Context: an optimization exercise on an open-source flow, tuned for a short achievable clock period and few clock cycles per item. The choices shown serve that exercise and are no tape-out recipe. The RTL of this run was laid out without a check of its function. Power and IR drop assume default switching activity.

===== design/flow/design.v =====
package asws_pkg;
    localparam int DEPTH_DEFAULT = 64;
    localparam int WORD_W = 32;
    localparam logic [2:0] CMD_PUSH   = 3'd0;
    localparam logic [2:0] CMD_POP    = 3'd1;
    localparam logic [2:0] CMD_PEEK   = 3'd2;
    localparam logic [2:0] CMD_SEARCH = 3'd3;
    localparam logic [2:0] CMD_SET    = 3'd4;
    localparam logic [2:0] CMD_CLEAR  = 3'd5;
    localparam logic [2:0] ST_OK      = 3'd0;
    localparam logic [2:0] ST_EMPTY   = 3'd1;
    localparam logic [2:0] ST_FULL    = 3'd2;
    localparam logic [2:0] ST_BADPOS  = 3'd3;
    localparam logic [2:0] ST_NOMATCH = 3'd4;
    typedef struct packed {
        logic        [2:0]        command;
        logic signed [WORD_W-1:0] value;
        logic        [6:0]        position;
    } t_in_item;
    typedef struct packed {
        logic        [2:0]        status;
        logic signed [WORD_W-1:0] data;
        logic        [6:0]        match_position;
        logic                     last;
    } t_out_item;
endpackage
module asws_ram #(
    parameter  int WIDTH = 32,
    parameter  int DEPTH = 64,
    localparam int AW    = (DEPTH > 1) ? $clog2(DEPTH) : 1
) (
    input  logic             i_clk,
    input  logic             i_we,
    input  logic [AW-1:0]    i_waddr,
    input  logic [WIDTH-1:0] i_wdata,
    input  logic [AW-1:0]    i_raddr,
    output logic [WIDTH-1:0] o_rdata
);
    logic [WIDTH-1:0] r_mem [DEPTH];
    logic [WIDTH-1:0] r_rdata;
    always_ff @(posedge i_clk) begin
        if (i_we) begin
            r_mem[i_waddr] <= i_wdata;
        end
        r_rdata <= r_mem[i_raddr];
    end
    assign o_rdata = r_rdata;
endmodule
module array_stack_with_search_top #(
    parameter int DEPTH = asws_pkg::DEPTH_DEFAULT
) (
    input  logic                 i_clk,
    input  logic                 i_rst_n,
    input  logic                 start,
    output logic                 busy,
    input  logic [41:0]          i_item_bits,
    output logic                 o_strobe,
    output logic [42:0]          o_result_bits
);
    localparam int W  = asws_pkg::WORD_W;
    localparam int G  = 8;              
    localparam int NG = DEPTH / G;      
    localparam int QN = 15;             
    localparam int QT = 8;              
    localparam int PW = (DEPTH > W) ? DEPTH : W;   
    logic          r_busy;
    logic          s0_v;
    logic [41:0]   s0_item;
    always_ff @(posedge i_clk) begin
        s0_item <= i_item_bits;
        if (!i_rst_n) begin
            s0_v <= 1'b0;
        end else begin
            s0_v <= start && !r_busy;
        end
    end
    assign busy = r_busy;
    logic [2:0]       s0_cmd;
    logic [W-1:0]     s0_val;
    logic [6:0]       s0_pos;
    assign s0_cmd = s0_item[41:39];
    assign s0_val = s0_item[38:7];
    assign s0_pos = s0_item[6:0];
    logic             s1_push, s1_pop, s1_peek, s1_search, s1_set, s1_clear;
    logic [W-1:0]     s1_val;
    logic [DEPTH-1:0] s1_posoh;
    always_ff @(posedge i_clk) begin
        s1_val <= s0_val;
        for (int i = 0; i < DEPTH; i++) begin
            s1_posoh[i] <= (s0_pos == 7'(i + 1));
        end
        if (!i_rst_n) begin
            s1_push   <= 1'b0;
            s1_pop    <= 1'b0;
            s1_peek   <= 1'b0;
            s1_search <= 1'b0;
            s1_set    <= 1'b0;
            s1_clear  <= 1'b0;
        end else begin
            s1_push   <= s0_v && (s0_cmd == asws_pkg::CMD_PUSH);
            s1_pop    <= s0_v && (s0_cmd == asws_pkg::CMD_POP);
            s1_peek   <= s0_v && (s0_cmd == asws_pkg::CMD_PEEK);
            s1_search <= s0_v && (s0_cmd == asws_pkg::CMD_SEARCH);
            s1_set    <= s0_v && (s0_cmd == asws_pkg::CMD_SET);
            s1_clear  <= s0_v && (s0_cmd == asws_pkg::CMD_CLEAR);
        end
    end
    logic [W-1:0]     r_mem [DEPTH];
    logic [DEPTH-1:0] r_occ;          
    logic             full, empty;
    logic [DEPTH-1:0] free_oh;        
    logic [DEPTH-1:0] top_oh;         
    logic [DEPTH-1:0] we;
    logic [DEPTH-1:0] set_hit;
    logic             set_ok;
    assign full  = r_occ[DEPTH-1];
    assign empty = !r_occ[0];
    always_comb begin
        for (int i = 0; i < DEPTH; i++) begin
            free_oh[i] = !r_occ[i] && ((i == 0) ? 1'b1 : r_occ[(i == 0) ? 0 : i - 1]);
            top_oh[i]  = r_occ[i] && ((i == DEPTH - 1) ? 1'b1 : !r_occ[(i == DEPTH - 1) ? i : i + 1]);
        end
    end
    assign set_hit = s1_posoh & r_occ;
    assign set_ok  = |set_hit;
    always_comb begin
        for (int i = 0; i < DEPTH; i++) begin
            we[i] = (s1_push && free_oh[i]) || (s1_set && set_hit[i]);
        end
    end
    always_ff @(posedge i_clk) begin
        for (int i = 0; i < DEPTH; i++) begin
            if (we[i]) begin
                r_mem[i] <= s1_val;
            end
        end
    end
    always_ff @(posedge i_clk) begin
        if (!i_rst_n) begin
            r_occ <= '0;
        end else if (s1_clear) begin
            r_occ <= '0;
        end else if (s1_push) begin
            r_occ <= {r_occ[DEPTH-2:0], 1'b1};
        end else if (s1_pop) begin
            r_occ <= {1'b0, r_occ[DEPTH-1:1]};
        end
    end
    logic [3:0]       s2_eqb  [DEPTH];    
    logic [DEPTH-1:0] s2_occ;
    logic [W-1:0]     s2_part [NG];       
    logic             s2_v;
    logic             s2_srch;
    logic             s2_data;
    logic [2:0]       s2_status;
    always_ff @(posedge i_clk) begin
        for (int i = 0; i < DEPTH; i++) begin
            for (int b = 0; b < 4; b++) begin
                s2_eqb[i][b] <= (r_mem[i][8*b +: 8] == s1_val[8*b +: 8]);
            end
        end
        for (int g = 0; g < NG; g++) begin
            logic [W-1:0] acc;
            acc = '0;
            for (int j = 0; j < G; j++) begin
                acc = acc | ({W{top_oh[g*G+j]}} & r_mem[g*G+j]);
            end
            s2_part[g] <= acc;
        end
        s2_occ    <= r_occ;
        s2_srch   <= s1_search;
        s2_data   <= (s1_pop || s1_peek) && !empty;
        s2_status <= asws_pkg::ST_OK;
        if (s1_push && full) begin
            s2_status <= asws_pkg::ST_FULL;
        end
        if ((s1_pop || s1_peek) && empty) begin
            s2_status <= asws_pkg::ST_EMPTY;
        end
        if (s1_set && !set_ok) begin
            s2_status <= asws_pkg::ST_BADPOS;
        end
        if (!i_rst_n) begin
            s2_v <= 1'b0;
        end else begin
            s2_v <= s1_push || s1_pop || s1_peek || s1_search || s1_set || s1_clear;
        end
    end
    logic [DEPTH-1:0] hit;
    logic [W-1:0]     top_word;
    always_comb begin
        for (int i = 0; i < DEPTH; i++) begin
            hit[i] = s2_occ[i] && (&s2_eqb[i]);
        end
        top_word = '0;
        for (int g = 0; g < NG; g++) begin
            top_word = top_word | s2_part[g];
        end
    end
    logic          s3_v;
    logic          s3_srch;
    logic [2:0]    s3_status;
    logic [PW-1:0] s3_pay;
    logic [3:0]    s3_gcnt [NG];
    always_ff @(posedge i_clk) begin
        s3_srch   <= s2_srch;
        s3_status <= s2_status;
        s3_pay    <= s2_srch ? PW'(hit) : (s2_data ? PW'(top_word) : '0);
        for (int g = 0; g < NG; g++) begin
            logic [3:0] c;
            c = '0;
            for (int j = 0; j < G; j++) begin
                c = c + 4'(hit[g*G+j]);
            end
            s3_gcnt[g] <= c;
        end
        if (!i_rst_n) begin
            s3_v <= 1'b0;
        end else begin
            s3_v <= s2_v;
        end
    end
    logic [6:0] s3_total;
    always_comb begin
        s3_total = '0;
        for (int g = 0; g < NG; g++) begin
            s3_total = s3_total + 7'(s3_gcnt[g]);
        end
    end
    logic          s4_v;
    logic          s4_srch;
    logic          s4_le1;        
    logic [6:0]    s4_cnt;
    logic [2:0]    s4_status;
    logic [PW-1:0] s4_pay;
    always_ff @(posedge i_clk) begin
        s4_srch   <= s3_srch;
        s4_pay    <= s3_pay;
        s4_cnt    <= s3_total;
        s4_status <= (s3_srch && s3_total == 7'd0) ? asws_pkg::ST_NOMATCH : s3_status;
        s4_le1    <= !s3_srch || (s3_total <= 7'd1);
        if (!i_rst_n) begin
            s4_v <= 1'b0;
        end else begin
            s4_v <= s3_v;
        end
    end
    function automatic logic [DEPTH-1:0] below_any(input logic [DEPTH-1:0] m);
        logic [DEPTH-1:0] p;
        p = m;
        for (int s = 1; s < DEPTH; s = s * 2) begin
            p = p | (p << s);
        end
        below_any = p << 1;
    endfunction
    logic [QN-1:0] q_v;
    logic          q_srch   [QN];
    logic          q_le1    [QN];
    logic [6:0]    q_cnt    [QN];
    logic [2:0]    q_status [QN];
    logic [PW-1:0] q_pay    [QN];
    logic             pop_q;
    logic [DEPTH-1:0] head_m;
    logic [DEPTH-1:0] head_below;
    logic [DEPTH-1:0] head_low;
    logic [6:0]       head_pos;
    assign pop_q      = q_v[0] && q_le1[0];
    assign head_m     = q_pay[0][DEPTH-1:0];
    assign head_below = below_any(head_m);
    assign head_low   = head_m & ~head_below;
    always_comb begin
        head_pos = '0;
        for (int i = 0; i < DEPTH; i++) begin
            head_pos = head_pos | (head_low[i] ? 7'(i + 1) : 7'd0);
        end
    end
    always_ff @(posedge i_clk) begin
        for (int k = 0; k < QN; k++) begin
            if (pop_q) begin
                if (s4_v && q_v[k] && ((k == QN - 1) ? 1'b1 : !q_v[(k == QN - 1) ? k : k + 1])) begin
                    q_srch[k]   <= s4_srch;
                    q_le1[k]    <= s4_le1;
                    q_cnt[k]    <= s4_cnt;
                    q_status[k] <= s4_status;
                    q_pay[k]    <= s4_pay;
                end else if (k < QN - 1) begin
                    q_srch[k]   <= q_srch[(k < QN - 1) ? k + 1 : k];
                    q_le1[k]    <= q_le1[(k < QN - 1) ? k + 1 : k];
                    q_cnt[k]    <= q_cnt[(k < QN - 1) ? k + 1 : k];
                    q_status[k] <= q_status[(k < QN - 1) ? k + 1 : k];
                    q_pay[k]    <= q_pay[(k < QN - 1) ? k + 1 : k];
                end
            end else begin
                if (s4_v && !q_v[k] && ((k == 0) ? 1'b1 : q_v[(k == 0) ? 0 : k - 1])) begin
                    q_srch[k]   <= s4_srch;
                    q_le1[k]    <= s4_le1;
                    q_cnt[k]    <= s4_cnt;
                    q_status[k] <= s4_status;
                    q_pay[k]    <= s4_pay;
                end else if (k == 0 && q_v[0]) begin
                    q_le1[k] <= (q_cnt[0] == 7'd2);
                    q_cnt[k] <= q_cnt[0] - 7'd1;
                    q_pay[k] <= PW'(head_m & head_below);
                end
            end
        end
        if (!i_rst_n) begin
            q_v <= '0;
        end else begin
            for (int k = 0; k < QN; k++) begin
                if (pop_q) begin
                    q_v[k] <= (k == QN - 1) ? 1'b0 : q_v[(k < QN - 1) ? k + 1 : k];
                    if (s4_v && q_v[k] && ((k == QN - 1) ? 1'b1 : !q_v[(k == QN - 1) ? k : k + 1])) begin
                        q_v[k] <= 1'b1;
                    end
                end else begin
                    if (s4_v && !q_v[k] && ((k == 0) ? 1'b1 : q_v[(k == 0) ? 0 : k - 1])) begin
                        q_v[k] <= 1'b1;
                    end
                end
            end
        end
    end
    always_ff @(posedge i_clk) begin
        if (!i_rst_n) begin
            r_busy <= 1'b0;
        end else begin
            r_busy <= q_v[QT-1];
        end
    end
    logic        r_strobe;
    logic [42:0] r_out;
    always_ff @(posedge i_clk) begin
        r_out[42:40] <= q_status[0];
        r_out[39:8]  <= q_srch[0] ? '0 : q_pay[0][W-1:0];
        r_out[7:1]   <= q_srch[0] ? head_pos : 7'd0;
        r_out[0]     <= q_le1[0];
        if (!i_rst_n) begin
            r_strobe <= 1'b0;
        end else begin
            r_strobe <= q_v[0];
        end
    end
    assign o_strobe      = r_strobe;
    assign o_result_bits = r_out;
endmodule

===== design/flow/run.sh =====
#!/bin/bash
# synth_recipe.tcl (not shown) runs the flow's synth.tcl, then flattens the netlist and writes it again
# the make line also repeats each setting of config.mk as NAME=value (left out here)
make -C /OpenROAD-flow-scripts/flow DESIGN_CONFIG=/design/flow/config.mk WORK_HOME=/design/flow/orfs CLKGATE_MAP_FILE= SYNTH_SCRIPT=/design/flow/synth_recipe.tcl finish

===== design/flow/config.mk =====
export PLATFORM = sky130hd
export DESIGN_NAME = array_stack_with_search_top
export DESIGN_NICKNAME = array_stack_with_search_top
export VERILOG_FILES = /design/flow/design.v
export SDC_FILE = /design/flow/constraint.sdc
export NUM_CORES = 4
export LEC_CHECK = 0
export ABC_CLOCK_PERIOD_IN_PS = 3000
export CAP_MARGIN = 20
export CORE_MARGIN = 2
export CORE_UTILIZATION = 30
export SETUP_SLACK_MARGIN = 2.5
export SLEW_MARGIN = 20
export TNS_END_PERCENT = 100

===== design/flow/constraint.sdc =====
create_clock -name core_clock -period 6.0 [get_ports {i_clk}]
set_input_delay 1.2000 -clock core_clock [delete_from_list [all_inputs] [get_ports {i_clk}]]
set_output_delay 1.2000 -clock core_clock [all_outputs]
set_load 0.01 [all_outputs]

==> qor.txt <==
STATUS
-------------------------------------------------------------------------------------------
Result of the run                                          no timing/DRC/antenna violations

PWR
-------------------------------------------------------------------------------------------
Power Density                                                                   300 nW/um^2
Max VDD drop                                                                     0.000251 V
Final Power                                                                        0.0590 W
Reported leakage power                                                              63.7 nW

CLOCK TREE
-------------------------------------------------------------------------------------------
Number of H-tree levels                                                                   5
Worst-skew pair later-pin latency                                                   1040 ps
Clock tree from TritonCTS                                                               yes
Clock transition at the registers of the reported paths                               70 ps
Clock net sink count                                                                   4215
Total CTS buffers                                                                       411
Max clock buf depth                                                                       4
Buffer cell driving the clock tree root                                           clkbuf_16
Number of buffers added to fix hold violations after cts                                  0

FINAL LAYOUT
-------------------------------------------------------------------------------------------
Number of standard cells in the layout, taps in and fillers out                       19800
Area of combinational cells with multiple inputs                                 54100 um^2
Layout overhead on the synthesized area                                               13.8%
# fillers                                                                             54900
Post-route core utilization                                                           34.3%
Share of layout cells above drive strength 1                                          16.9%
Sequential Area                                                                 116000 um^2
Layout Nets                                                                           11900

TIMING
-------------------------------------------------------------------------------------------
Maximum clock frequency                                                             222 MHz
Clock Skews                                                                          109 ps
Count of final max-slew check failures                                                    0
Number of failing setup endpoints in the final timing report                              0
Max-slew headroom                                                                     19.9%
Post-route worst setup slack                                                        1490 ps
Sum of negative setup slack                                                            0 ps
Final hold vios                                                                           0
Period minus WS final                                                               4510 ps
Period utilization                                                                    75.1%
Slew at the pin closest to its max-slew limit                                       1200 ps
RSZ-0062 raised after global routing                                                    yes

DETAILED ROUTING
-------------------------------------------------------------------------------------------
Number of design-rule violations left by the first detailed-router iteration          11000
Via Count                                                                            100000
Routed wire length per instance                                                     24.7 um
Final routed wirelength across all metal layers                                   489000 um
# DRC                                                                                     0
Count of nets left with antenna violations after detail routing                           0
Routed vias/inst                                                                       5.08
Number of iterations in the first detailed-routing pass                                   8

LOGIC SYNTHESIS
-------------------------------------------------------------------------------------------
Number of synthesized flops with an enable pin                                         3188
Top post-synthesis cells by area                                               edfxtp_1 (55%), dfxtp_1 (12%), xnor2_1 (10%)
Total of flip-flops plus latches after synthesis                                       4215
Sequential-to-total area share from yosys stat                                        67.2%
Synthesized Nets                                                                      12000
Post-synth ARST share                                                                    0%
Synthesized instance count                                                            11900
Most used DFF post-synth                                                           edfxtp_1
YS warnings                                                                              10
Yosys cell types                                                                         79
Post-synth top area share                                                             55.4%
Post-synthesis instance area                                                    173000 um^2
Leading post-synthesis cells by instance count                                 edfxtp_1 (3188), xnor2_1 (2058), dfxtp_1 (1027)
Most repeated cell in the gate-level netlist after synthesis                       edfxtp_1
Cell taking the most area after synthesis                                          edfxtp_1
Syn avg cell area                                                                 14.6 um^2

FLOORPLAN
-------------------------------------------------------------------------------------------
Total die area                                                                  583000 um^2
Core area                                                                       574000 um^2
Effective utilization at floorplan                                                    30.1%
Horizontal die dimension                                                             763 um
Number of placement rows                                                                278
Die Y-Extent                                                                         763 um
I/O pin cnt                                                                              90

PLACED DESIGN
-------------------------------------------------------------------------------------------
Final Wtd Congestion                                                                  0.929
Dpl cells                                                                             18900
Half-perimeter wire length after placement                                        323000 um
Pre-CTS WS                                                                          1500 ps
Port buffer count                                                                        89

GLOBAL ROUTE
-------------------------------------------------------------------------------------------
Met1 Resource Use GR                                                                  22.6%
Number of antenna violations at the first check in global routing                        35
Largest net degree at the start of global routing                                       129
Tot GR Track Use                                                                      16.1%
GR met2 Demand/Resource                                                               25.0%
Wire length of the first global-routing pass                                      702000 um
Overflow left after global routing                                                        0
Met3 layer usage reported by global route                                             2.14%
Global route hottest layer                                                             met2
Vias in the first global route                                                        97000

MIN PATH
-------------------------------------------------------------------------------------------
Cells on Worst Hold Path                                                                  0
Path type of the worst min-delay path                                          flip-flop to flip-flop

SETUP PATH
-------------------------------------------------------------------------------------------
Worst R2R Path Depth                                                                     14
Slack of the worst reg-to-reg path                                                  1490 ps
Crit end category                                                                 flip-flop
WP data required                                                                    6850 ps
Largest fanout on the critical path                                                       3
Crit Path Class                                                                flip-flop to flip-flop
CP startpoint kind                                                                flip-flop
Arrival time at the worst endpoint                                                  5360 ps

JOB
-------------------------------------------------------------------------------------------
Maxcap violations                                                                         0

cells in the final DEF, fill, tap and decap left out, types with 24 or more instances in the layout:
cell type	Yosys	final
and3_1	34	34
a22oi_1	1002	1002
a21oi_1	135	133
buf_4	0	168
edfxtp_1	3188	3188
clkdlybuf4s50_1	0	89
clkbuf_1	676	102
inv_1	95	88
dfxtp_4	0	34
xnor2_1	2058	2055
nor2b_2	0	63
a221oi_1	35	35
o21ai_0	97	95
diode_2	0	54
mux2_2	988	988
nand2_1	201	174
nor2b_1	117	54
or4_1	42	41
a31oi_1	53	52
clkinv_1	1	41
nand4_1	760	760
nand2_4	0	24
mux2i_1	63	63
dfxtp_1	1027	987
ha_1	33	32
nor3_1	46	46
a22o_1	35	35
nand3_1	172	171
clkinv_2	0	60
nor2_1	561	558
clkbuf_8	0	61
nor4_1	61	52
a32o_2	0	45
clkbuf_16	0	426
fa_1	55	53
registers in the layout (all words and copies together), names as in the netlist, 105 cells and up:
register and flops:
s2_eqb 256, q_pay 960, q_cnt 105, s2_part 256
r_mem 2048
cells by family after synthesis:
family | after synthesis | synth area share [%]
AO/OA/AOI/OAI | 1505 | 6.34
XOR/XNOR | 2063 | 10.4
adder cells (fa/ha/maj) | 88 | 0.875
buffers and inverters | 874 | 1.91
flip-flops | 4215 | 67.2
multiplexers | 1051 | 6.80
AND/OR/NAND/NOR | 2072 | 6.38
repair_timing:
item / CTS / global route
endpoints found under the setup margin: 6 / 10
resized for setup: 13 / 8
buffers inserted: 3 / 2
pin swaps: 3 / 7
stage by stage:
stage          hold WS, ps  instance area (um^2)
2_1_floorplan          310                173000
4_1_cts                303                196000
5_1_grt                309                197000
3_3_place_gp           310                183000
3_5_place_dp           312                183000
6_report               306                197000
critical path, stage by stage, from the launching register on:
cell and delay, ps:
dfxtp_2 320, fa_1 540, inv_2 40, fa_1 490, fa_1 520, fa_1 420
inv_1 80, ha_2 190, inv_2 40, fa_1 540, inv_2 40, or3_1 330
or4_4 460, nor3b_4 240, nor2b_1 80
layout make-up:
type / count / share of cell area [%]
flip-flops and latches: 4215 / 59.2
multi-input cells: 6779 / 27.5
clock buffers: 592 / 6.05
well taps: 7560 / 4.81
repair buffers: 282 / 1.35
clock inverters: 178 / 0.871
inverters: 97 / 0.185
diodes: 54 / 0.0687
per-layer routing:
metal  wire length [um]  part of all wire, %  vias up
met2             219000                   45     3947
met1             214000                   44    50900
met3              32800                  6.7      827
met4              22400                  4.6        2
met5                 11               0.0023        -
li1                   -                    -    44600
report_power, final:
part	leakage (nW)	internal [W]	switching, W
clock network	6.68	0.0146	0.0115
logic	18.7	0.000567	0.000833
registers	38.4	0.0312	0.000254
total	63.7	0.0464	0.0126
path summary, 6_finish.rpt:
kind | from | end
worst min register to register | q_status[0][2]$_DFFE_PP_ | r_out[42]$_DFF_P_
worst max register to register | s3_gcnt[3][2]$_DFF_P_ | s4_status[1]$_SDFF_PP0_
worst max-delay path | s3_gcnt[3][2]$_DFF_P_ | s4_status[1]$_SDFF_PP0_
worst min-delay path | q_status[0][2]$_DFFE_PP_ | r_out[42]$_DFF_P_

-- static timing again, ports no longer ideal --
The results above use ideal ports. As a check the final layout listed here was re-extracted and re-timed, cells and wires unchanged. Step 1: set_driving_cell puts a clkbuf_16 on i_clk and a buf_2 on each other input, an assumption about the parent block. Step 2 also shifts input and output timing later by t, the mid clock arrival at the registers, as if the neighbouring blocks saw the same clock. Slacks: ideal ports / drivers / drivers and shift; pairs: ideal ports / drivers.
t (ns): 1.100
setup WS [ns]: 1.495 / 1.495 / 1.495
slew at the worst register clock pin (ns): 0.09 / 0.09
After both steps this run still meets setup and hold. The setup slack of this run moves by 0.000 ns with the drivers and by 0.000 ns with both steps.
